What follows belongs to an exercise in optimizing a design on an open flow for small area; a production flow would make more cautious choices.
Function was checked by simulation only, so behaviour that the tests miss may differ from the original.

==> run P: inputs <==
==> flow/design.v <==
package bi_pkg;
    localparam int DATA_W = 32;
    localparam int NUM_SEG = 4;
    localparam int SEG_W = DATA_W / NUM_SEG;
    localparam int LINK_W = DATA_W + NUM_SEG;
    localparam int HIST_BINS = NUM_SEG * (SEG_W / 2 + 1) + 1;
    localparam int LIVE_BINS = NUM_SEG * (SEG_W / 2) + 1;
    localparam int BIN_W = $clog2(HIST_BINS);
    localparam int HIST_CNT_W = 16;
    localparam int SUM_W = 22;
    typedef struct packed {
        logic [DATA_W-1:0]  data;
        logic [NUM_SEG-1:0] inv;
    } link_word_t;
endpackage
module bi_tx_stage (
    input  logic                      clk,
    input  logic                      rst_n,
    input  logic [bi_pkg::DATA_W-1:0] in_data_i,
    input  logic                      in_valid_i,
    output logic                      in_ready_o,
    input  logic                      tx_ready_i,
    output logic [bi_pkg::DATA_W-1:0] tx_data_o,
    output logic                      tx_valid_o
);
    logic [bi_pkg::DATA_W-1:0] data_q;
    logic              full_q;
    assign in_ready_o = ~full_q | tx_ready_i;
    always_ff @(posedge clk or negedge rst_n) begin
        if (!rst_n) begin
            full_q <= 1'b0;
        end else begin
            full_q <= (in_valid_i & in_ready_o) | (full_q & ~tx_ready_i);
        end
    end
    always_ff @(posedge clk) begin
        if (in_ready_o) begin
            data_q <= in_data_i;
        end
    end
    assign tx_data_o = data_q;
    assign tx_valid_o = full_q;
endmodule
module bi_seg_coder (
    input  logic [bi_pkg::SEG_W-1:0] seg_i,
    input  logic [bi_pkg::SEG_W-1:0] raw_i,
    input  logic                     inv_i,
    output logic                     inv_o,
    output logic [2:0]               tog_o
);
    logic [bi_pkg::SEG_W-1:0] d;
    logic [3:0]               c;
    assign d = seg_i ^ raw_i;
    always_comb begin
        c = '0;
        for (int b = 0; b < bi_pkg::SEG_W; b++) begin
            c = c + 4'(d[b]);
        end
    end
    assign inv_o = inv_i ^ (c > 4'd4);
    assign tog_o = (c > 4'd4) ? 3'(4'd9 - c) : c[2:0];
endmodule
module bi_link_reg (
    input  logic                      clk,
    input  logic                      rst_n,
    input  logic                      tx_full_i,
    input  logic                      link_ready_i,
    output logic                      tx_ready_o,
    output logic                      load_o,
    output logic                      full_o,
    input  logic [bi_pkg::DATA_W-1:0] raw_i,
    input  logic [bi_pkg::NUM_SEG-1:0] inv_i,
    output logic [bi_pkg::DATA_W-1:0] raw_o,
    output logic [bi_pkg::NUM_SEG-1:0] inv_o,
    output bi_pkg::link_word_t        link_o
);
    logic [bi_pkg::DATA_W-1:0]  raw_q;
    logic [bi_pkg::NUM_SEG-1:0] inv_q;
    logic                       full_q;
    assign tx_ready_o = ~full_q | link_ready_i;
    assign load_o = tx_full_i & tx_ready_o;
    always_ff @(posedge clk or negedge rst_n) begin
        if (!rst_n) begin
            full_q <= 1'b0;
        end else begin
            full_q <= load_o | (full_q & ~link_ready_i);
        end
    end
    assign full_o = full_q;
    always_ff @(posedge clk or negedge rst_n) begin
        if (!rst_n) begin
            raw_q <= '0;
            inv_q <= '0;
        end else if (load_o) begin
            raw_q <= raw_i;
            inv_q <= inv_i;
        end
    end
    assign raw_o = raw_q;
    assign inv_o = inv_q;
    always_comb begin
        for (int s = 0; s < bi_pkg::NUM_SEG; s++) begin
            link_o.data[s*bi_pkg::SEG_W +: bi_pkg::SEG_W] =
                raw_q[s*bi_pkg::SEG_W +: bi_pkg::SEG_W] ^ {bi_pkg::SEG_W{inv_q[s]}};
        end
        link_o.inv = inv_q;
    end
endmodule
module bi_rx_stage (
    input  logic                      clk,
    input  logic                      rst_n,
    input  logic [bi_pkg::DATA_W-1:0] raw_i,
    input  logic                      link_full_i,
    output logic                      link_ready_o,
    output logic [bi_pkg::DATA_W-1:0] out_data_o,
    output logic                      out_valid_o,
    input  logic                      out_ready_i
);
    logic [bi_pkg::DATA_W-1:0] data_q;
    logic              full_q;
    assign link_ready_o = ~full_q | out_ready_i;
    always_ff @(posedge clk or negedge rst_n) begin
        if (!rst_n) begin
            full_q <= 1'b0;
        end else begin
            full_q <= (link_full_i & link_ready_o) | (full_q & ~out_ready_i);
        end
    end
    always_ff @(posedge clk) begin
        if (link_ready_o) begin
            data_q <= raw_i;
        end
    end
    assign out_data_o = data_q;
    assign out_valid_o = full_q;
endmodule
module bi_transition_stats (
    input  logic                     clk,
    input  logic                     rst_n,
    input  logic                     load_i,
    input  logic [4*3-1:0]           tog_i,
    input  logic                     stat_req_i,
    output logic                     stat_valid_o,
    output logic [bi_pkg::BIN_W-1:0] stat_bin_o,
    output logic [bi_pkg::SUM_W-1:0] stat_sum_o
);
    localparam int NB = bi_pkg::LIVE_BINS;
    localparam int CW = bi_pkg::HIST_CNT_W;
    localparam int BW = bi_pkg::BIN_W;
    localparam int SW = bi_pkg::SUM_W;
    localparam int PW = SW - 1;
    logic [BW-1:0] hit_bin;
    assign hit_bin = BW'(tog_i[2:0]) + BW'(tog_i[5:3]) + BW'(tog_i[8:6]) + BW'(tog_i[11:9]);
    logic [CW-1:0] hist_q [NB];
    logic [CW-1:0] hist_t [NB];
    always_comb begin
        for (int i = 0; i < NB; i++) begin
            hist_t[i][0] = load_i & (hit_bin == BW'(i));
            for (int k = 1; k < CW; k++) begin
                hist_t[i][k] = hist_t[i][k-1] & hist_q[i][k-1];
            end
        end
    end
    always_ff @(posedge clk or negedge rst_n) begin
        if (!rst_n) begin
            for (int i = 0; i < NB; i++) begin
                hist_q[i] <= '0;
            end
        end else begin
            for (int i = 0; i < NB; i++) begin
                hist_q[i] <= hist_q[i] ^ hist_t[i];
            end
        end
    end
    logic [BW-1:0] cnt_q;
    logic          idle;
    logic          req_accept;
    logic          stat_valid_q;
    logic [CW-1:0] h;
    assign idle = (cnt_q == '0);
    assign req_accept = idle & stat_req_i;
    always_comb begin
        h = '0;
        for (int i = 0; i < NB; i++) begin
            h = h | (hist_q[i] & {CW{cnt_q == BW'(i)}});
        end
    end
    always_ff @(posedge clk or negedge rst_n) begin
        if (!rst_n) begin
            cnt_q <= '0;
            stat_valid_q <= 1'b0;
        end else begin
            if (req_accept) begin
                cnt_q <= BW'(1);
                stat_valid_q <= 1'b0;
            end else if (cnt_q == BW'(bi_pkg::HIST_BINS + 1)) begin
                cnt_q <= '0;
                stat_valid_q <= 1'b1;
            end else if (!idle) begin
                cnt_q <= cnt_q + 1'b1;
            end
        end
    end
    logic [PW-1:0] p_q;
    logic [PW-1:0] p_in;
    logic [PW-1:0] p_s;
    logic [PW:0]   p_c;
    logic          fin;
    logic          q_en;
    logic [SW-1:0] q_b;
    logic [SW-1:0] q_s;
    logic [SW:0]   q_c;
    logic [CW-1:0] run_max_q;
    logic [BW-1:0] run_bin_q;
    logic [SW-1:0] run_sum_q;
    assign fin = (cnt_q == BW'(NB));
    assign q_en = ~idle & (cnt_q <= BW'(NB));
    assign q_b = fin ? {p_q[SW-5:0], 4'b0000} : ~{1'b0, p_q};
    assign p_in = idle ? '0 : p_q;
    always_comb begin
        p_c[0] = 1'b0;
        for (int i = 0; i < PW; i++) begin
            logic hb;
            hb = (i < CW) ? h[i] : 1'b0;
            p_s[i] = p_in[i] ^ hb ^ p_c[i];
            p_c[i+1] = (p_in[i] & hb) | (p_in[i] & p_c[i]) | (hb & p_c[i]);
        end
        q_c[0] = ~fin;
        for (int i = 0; i < SW; i++) begin
            q_s[i] = run_sum_q[i] ^ q_b[i] ^ q_c[i];
            q_c[i+1] = (run_sum_q[i] & q_b[i]) | (run_sum_q[i] & q_c[i]) | (q_b[i] & q_c[i]);
        end
    end
    always_ff @(posedge clk) begin
        p_q <= p_s;
        if (req_accept) begin
            run_max_q <= h;
            run_bin_q <= '0;
        end else if (!idle) begin
            if (h > run_max_q) begin
                run_max_q <= h;
                run_bin_q <= cnt_q;
            end
        end
        if (req_accept) begin
            run_sum_q <= '0;
        end else if (q_en) begin
            run_sum_q <= q_s;
        end
    end
    assign stat_valid_o = stat_valid_q;
    assign stat_bin_o = run_bin_q;
    assign stat_sum_o = run_sum_q;
endmodule
module bi_link_top (
    input  logic                      clk,
    input  logic                      rst_n,
    input  logic [bi_pkg::DATA_W-1:0] in_data_i,
    input  logic                      in_valid_i,
    output logic                      in_ready_o,
    output logic [bi_pkg::DATA_W-1:0] out_data_o,
    output logic                      out_valid_o,
    input  logic                      out_ready_i,
    output bi_pkg::link_word_t        link_o,
    input  logic                      stat_req_i,
    output logic                      stat_valid_o,
    output logic [bi_pkg::BIN_W-1:0]  stat_bin_o,
    output logic [bi_pkg::SUM_W-1:0]  stat_sum_o
);
    logic [bi_pkg::DATA_W-1:0]  tx_data;
    logic                       tx_ready;
    logic                       tx_full;
    logic                       load;
    logic [bi_pkg::DATA_W-1:0]  link_raw;
    logic [bi_pkg::NUM_SEG-1:0] link_inv;
    logic                       link_full;
    logic                       link_ready;
    logic [bi_pkg::NUM_SEG-1:0] code_inv;
    logic [4*3-1:0]             seg_tog;
    bi_tx_stage u_tx_stage (
        .clk        (clk),
        .rst_n      (rst_n),
        .in_data_i  (in_data_i),
        .in_valid_i (in_valid_i),
        .in_ready_o (in_ready_o),
        .tx_ready_i (tx_ready),
        .tx_data_o  (tx_data),
        .tx_valid_o (tx_full)
    );
    for (genvar g = 0; g < bi_pkg::NUM_SEG; g++) begin : gen_seg_coder
        bi_seg_coder u_seg_coder (
            .seg_i (tx_data[g*bi_pkg::SEG_W +: bi_pkg::SEG_W]),
            .raw_i (link_raw[g*bi_pkg::SEG_W +: bi_pkg::SEG_W]),
            .inv_i (link_inv[g]),
            .inv_o (code_inv[g]),
            .tog_o (seg_tog[g*3 +: 3])
        );
    end
    bi_link_reg u_link_reg (
        .clk          (clk),
        .rst_n        (rst_n),
        .tx_full_i    (tx_full),
        .link_ready_i (link_ready),
        .tx_ready_o   (tx_ready),
        .load_o       (load),
        .full_o       (link_full),
        .raw_i        (tx_data),
        .inv_i        (code_inv),
        .raw_o        (link_raw),
        .inv_o        (link_inv),
        .link_o       (link_o)
    );
    bi_rx_stage u_rx_stage (
        .clk          (clk),
        .rst_n        (rst_n),
        .raw_i        (link_raw),
        .link_full_i  (link_full),
        .link_ready_o (link_ready),
        .out_data_o   (out_data_o),
        .out_valid_o  (out_valid_o),
        .out_ready_i  (out_ready_i)
    );
    bi_transition_stats u_stats (
        .clk          (clk),
        .rst_n        (rst_n),
        .load_i       (load),
        .tog_i        (seg_tog),
        .stat_req_i   (stat_req_i),
        .stat_valid_o (stat_valid_o),
        .stat_bin_o   (stat_bin_o),
        .stat_sum_o   (stat_sum_o)
    );
endmodule
==> flow/run.sh <==
#!/bin/bash
# synth_recipe.tcl (not shown) runs the flow's synth.tcl, then flattens the netlist and writes it again
# the make line also repeats each setting of config.mk as NAME=value (left out here)
make -C /OpenROAD-flow-scripts/flow DESIGN_CONFIG=/design/flow/config.mk WORK_HOME=/design/flow/orfs CLKGATE_MAP_FILE= SYNTH_SCRIPT=/design/flow/synth_recipe.tcl finish
==> flow/config.mk <==
export PLATFORM = sky130hd
export DESIGN_NAME = bi_link_top
export DESIGN_NICKNAME = bi_link_top
export VERILOG_FILES = /design/flow/design.v
export SDC_FILE = /design/flow/constraint.sdc
export NUM_CORES = 4
export LEC_CHECK = 0
export ABC_AREA = 1
export CAP_MARGIN = 20
export CORE_MARGIN = 2
export CORE_UTILIZATION = 40
export CTS_BUF_LIST = sky130_fd_sc_hd__clkbuf_4
export SLEW_MARGIN = 20
==> flow/constraint.sdc <==
create_clock -name core_clock -period 12.0 [get_ports {clk}]
set_input_delay 2.4000 -clock core_clock [delete_from_list [all_inputs] [get_ports {clk}]]
set_output_delay 2.4000 -clock core_clock [all_outputs]
set_load 0.01 [all_outputs]
==> inputs of run E, as changes to run P <==
==> flow/design.v, changed modules only <==
module bi_seg_coder (
    input  logic [bi_pkg::SEG_W-1:0] seg_i,
    input  logic [bi_pkg::SEG_W-1:0] raw_i,
    input  logic                     inv_i,
    output logic                     inv_o,
    output logic [2:0]               tog_o
);
    logic [bi_pkg::SEG_W-1:0] d;
    logic [3:0]               c;
    logic                     gt4;
    assign d = seg_i ^ raw_i;
    logic s1, c1, s2, c2, s3, c3, k1, t, k2, k3;
    assign {c1, s1} = 2'(d[0]) + 2'(d[1]) + 2'(d[2]);
    assign {c2, s2} = 2'(d[3]) + 2'(d[4]) + 2'(d[5]);
    assign {c3, s3} = {d[6] & d[7], d[6] ^ d[7]};
    assign {k1, c[0]} = 2'(s1) + 2'(s2) + 2'(s3);
    assign {k2, t} = 2'(c1) + 2'(c2) + 2'(c3);
    assign {k3, c[1]} = {t & k1, t ^ k1};
    assign c[2] = k2 ^ k3;
    assign c[3] = k2 & k3;
    assign gt4 = c[3] | (c[2] & (c[1] | c[0]));
    assign inv_o = inv_i ^ gt4;
    assign tog_o = gt4 ? 3'(4'd9 - c) : c[2:0];
endmodule
==> flow/flow/run.sh (new file) <==
#!/bin/bash
# Standard layout with three changes:
#  - synthesis maps the logic with an area-oriented ABC script (flow/abc_area.script);
#    everything else in synthesis, registers included, is the standard synthesis
#  - the port buffers use the smallest buffer cell
#  - clock tree synthesis uses larger sink clusters and no dummy loads
set -euo pipefail
W=$(pwd)
# the standard synthesis script, with only the ABC script swapped
sed "s|^source \$::env(SCRIPTS_DIR)/synth_preamble.tcl|&\nset abc_args [lreplace \$abc_args 1 1 $W/flow/abc_area.script]|" \
    "$FLOW_HOME/scripts/synth.tcl" > "$W/area_synth_body.tcl"
grep -q "abc_area.script\]" "$W/area_synth_body.tcl"
sed "s|source \$::env(SCRIPTS_DIR)/synth.tcl|source $W/area_synth_body.tcl|" "$W/synth_recipe.tcl" > "$W/area_synth.tcl"
grep -q "area_synth_body.tcl" "$W/area_synth.tcl"
sed "s|SYNTH_SCRIPT=[^ ]*|SYNTH_SCRIPT=$W/area_synth.tcl|" "$W/standard.sh" > "$W/area_standard.sh"
grep -q "SYNTH_SCRIPT=$W/area_synth.tcl" "$W/area_standard.sh"
export BUFFER_PORTS_ARGS="-buffer_cell sky130_fd_sc_hd__buf_1"
export CTS_ARGS="-sink_clustering_enable -repair_clock_nets -sink_clustering_size 30 -sink_clustering_max_diameter 80 -buf_list sky130_fd_sc_hd__clkbuf_16 -dont_use_dummy_load"
bash "$W/area_standard.sh" > "$W/standard.log" 2>&1
==> flow/flow/abc_area.script (new file) <==
strash
&get -n
&fraig -x
&put
dc2
strash
&get -n
&dch -f
&nf -a -p -R 1000
&put
topo
dnsize -c
==> flow/standard.sh (new file) <==
#!/bin/bash
# synth_recipe.tcl (not shown) runs the flow's synth.tcl, then flattens the netlist and writes it again
# the make line also repeats each setting of config.mk as NAME=value (left out here)
make -C /OpenROAD-flow-scripts/flow DESIGN_CONFIG=/design/flow/config.mk WORK_HOME=/design/flow/orfs CLKGATE_MAP_FILE= SYNTH_SCRIPT=/design/flow/synth_recipe.tcl "${@:-finish}"
- CAP_MARGIN: 20 -> 0
- CORE_UTILIZATION: 40 -> 75
- CTS_BUF_LIST: sky130_fd_sc_hd__clkbuf_4 -> not set
- SLEW_MARGIN: 20 -> 0
removed: flow/run.sh
==> run notes <==
* Most common cell after layout, fill and taps aside: nand2_1
* Fmax at 0.1080 GHz
* Final clock skew at 76.83 ps
* Min-Delay Endpoint: u_rx_stage.full_q$_DFF_PN0_
* HP Start: u_link_reg.full_q$_DFF_PN0_
* Non-clk buf share at 0.05855
* Status: complete, no violations
* TritonCTS buffer count at 116
* Warnings from Yosys at 7
* Syn_nets at 2329
* Die area at 55700 um^2
* Buffers plus inverters on the worst setup path at 7
* Dpl cells at 2741
* Core area at 53500 um^2
the above is filed under run P

==> run notes <==
* Dpl cells at 2023
* Min-Delay Endpoint: u_stats.hist_q[1][15]$_DFF_PN0_
* Fmax at 0.1073 GHz
* Die area at 28320 um^2
* Buffers plus inverters on the worst setup path at 4
* Status: complete, no violations
* Most common cell after layout, fill and taps aside: dfrtp_1
* Core area at 26730 um^2
* Warnings from Yosys at 6
* HP Start: u_stats.hist_q[1][15]$_DFF_PN0_
* TritonCTS buffer count at 19
* Final clock skew at 45.13 ps
the above is filed under run E

-- separate check: timing with driven ports --
The results above use ideal ports. As a check the final layouts listed here were re-extracted and re-timed, cells and wires unchanged.
Step 1: set_driving_cell puts a clkbuf_16 on clk and a buf_2 on each other input, an assumption about the parent block.
Step 2 adds t to the input delays and takes it off the output delays; t is the mean of the earliest and latest rising clock arrival at the registers after step 1. Input paths then give back, and output paths get back, about the clock's delay inside the block.
Slacks: ideal / step 1 / step 2; pairs: ideal / step 1.
| run | t, ns | slack for setup (ns) | worst hold slack (ns) | worst setup path at the end | pins driven straight from the clock port |
|---|---|---|---|---|---|
| run P | 0.900 | 2.744 / 2.744 / 2.744 | 0.461 / 0.461 / 0.461 | register to register | 1 |
| run E | 0.577 | 2.677 / 2.677 / 2.677 | 0.482 / 0.482 / 0.482 | register to register | 1 |
After both steps setup and hold are still met in every run listed.
